What follows belongs to an exercise in optimizing a design on an open flow for small area and a short achievable clock period; a production flow would make more cautious choices.
At most, simulation tests tie the RTL to the original design; equivalence was not proved.

==> flow/design.v (excerpt) <==
module ooo_issue_exec_top (
	input logic clk,
	input logic rst,
	input logic [1:0] issue_valid,
	input logic [3:0] issue0_tag,
	input logic [31:0] issue0_inst,
	input logic [31:0] issue0_pc,
	input logic issue0_src1_busy,
	input logic [31:0] issue0_src1,
	input logic issue0_src2_busy,
	input logic [31:0] issue0_src2,
	input logic [3:0] issue1_tag,
	input logic [31:0] issue1_inst,
	input logic [31:0] issue1_pc,
	input logic issue1_src1_busy,
	input logic [31:0] issue1_src1,
	input logic issue1_src2_busy,
	input logic [31:0] issue1_src2,
	input logic [15:0] bcast_rdy,
	input logic [511:0] bcast_data,
	input logic flush_valid,
	input logic [3:0] flush_front_tag,
	input logic [3:0] flush_rear_tag,
	input logic [3:0] flush_tag,
	output logic [1:0] accept,
	output logic [3:0] num_free,
	output logic result_valid,
	output logic [3:0] result_tag,
	output logic [31:0] result_data
);
For scale: about 8,700 cells after synthesis, ~670 flip-flops, roughly 860 I/O pins, roughly 79,000 um2 of cells after synthesis.
make LEC_CHECK=0 CAP_MARGIN=20 CORE_MARGIN=2 CORE_UTILIZATION=25 SETUP_SLACK_MARGIN=4 SLEW_MARGIN=20 SYNTH_HIERARCHICAL=1 SYNTH_MINIMUM_KEEP_SIZE=0 finish   # period 8.5 ns
run.sh (not shown) runs the stock make flow with config.mk's settings and CLKGATE_MAP_FILE= SYNTH_SCRIPT=/design/flow/synth_recipe.tcl, a recipe that flattens the netlist after the stock synthesis.
The first run died in 5_1_grt (GRT-0232).
==> next run, changes <==
CORE_UTILIZATION = 18   (was 25)
PLACE_DENSITY = 0.24   (was unset)
After rerunning: The new run never finished: it broke off in 5_1_grt with GRT-0232; synthesized cell count does not change; synthesized area does not change.
==> next run, changes <==
CORE_UTILIZATION = 25   (was 18)
PLACE_DENSITY = 0.3   (was 0.24)
Outcome: The changed run ended with an error in 5_1_grt. Area after synthesis is unchanged. Synthesized cell count does not change.
No run of this note included a check of the RTL's function; only the layout flow was run.

========
== run A ==
Another version of the RTL of ooo_issue_exec_top (not shown whole).
For scale: ~8800 cells after synthesis, roughly 860 I/O pins, ~80000 um2 of cells after synthesis.
Settings: LEC_CHECK=0, CAP_MARGIN=20, CORE_ASPECT_RATIO=0.7, CORE_MARGIN=2, CORE_UTILIZATION=16, PLACE_DENSITY=0.22, SETUP_SLACK_MARGIN=4, SLEW_MARGIN=20, SYNTH_HIERARCHICAL=1, SYNTH_MINIMUM_KEEP_SIZE=0; clock period 8.5 ns.
Flow for run A halted at global routing, error code GRT-0232.
diff inputs: run A => run B
- CORE_UTILIZATION changed from 16 to 20
- PLACE_DENSITY changed from 0.22 to 0.26
- CORE_ASPECT_RATIO changed from 0.7 to 0.6
The log for run B ends in global routing with error GRT-0232, so the run never completed. In the tables for run A and run B, maximum buffer depth of the clock tree reads lower with run B. The number of placement rows in run B was lower than what run A gave. Area after synthesis: run B vs run A identical. Synthesized cell count: run B vs run A identical.
Here is what was changed in the inputs of run C compared with run B.
- PLACE_DENSITY changed from 0.26 to 0.28
- CORE_ASPECT_RATIO changed from 0.6 to 0.7
- CORE_UTILIZATION changed from 20 to 22
==> flow/flow/run.sh (new file) <==
#!/bin/bash
# The standard ORFS layout (the standard.sh, synthesis unchanged), with
# three settings changed: ports get a buf_2 instead of the default delay
# buffer, the synthesis buffers are removed before placement instead of a
# pre-placement timing repair, and global routing derates the layers a little
# less. The full make output goes to standard_flow.log; each step's tool log
# is under orfs/logs.
set -uo pipefail
bash standard.sh \
	"BUFFER_PORTS_ARGS=-buffer_cell sky130_fd_sc_hd__buf_2" \
	REMOVE_ABC_BUFFERS=1 \
	ROUTING_LAYER_ADJUSTMENT=0.45 \
	finish > standard_flow.log 2>&1
==> flow/standard.sh (new file) <==
#!/bin/bash
# synth_recipe.tcl (not shown) runs the flow's synth.tcl, then flattens the netlist and writes it again
# the make line also repeats each setting of config.mk as NAME=value (left out here)
make -C /OpenROAD-flow-scripts/flow DESIGN_CONFIG=/design/flow/config.mk WORK_HOME=/design/flow/orfs CLKGATE_MAP_FILE= SYNTH_SCRIPT=/design/flow/synth_recipe.tcl "${@:-finish}"
removed: flow/run.sh
Notes after the runs:
- global routing: run C exited with error
- Row instance area after placement: run C lower / run B higher
- Changes observed in run C relative to run B: effective utilization at floorplan shows an increase of 1.9 points; final weighted congestion in routability-driven placement shows an increase of 0.0082; post-CTS setup-driven buffer insertion count shows a reduction of about 0.34%; post-cts repair resize count shows a reduction of 7.7%.
- Comparing run B with run C, the synthesized cell count came out essentially unchanged.
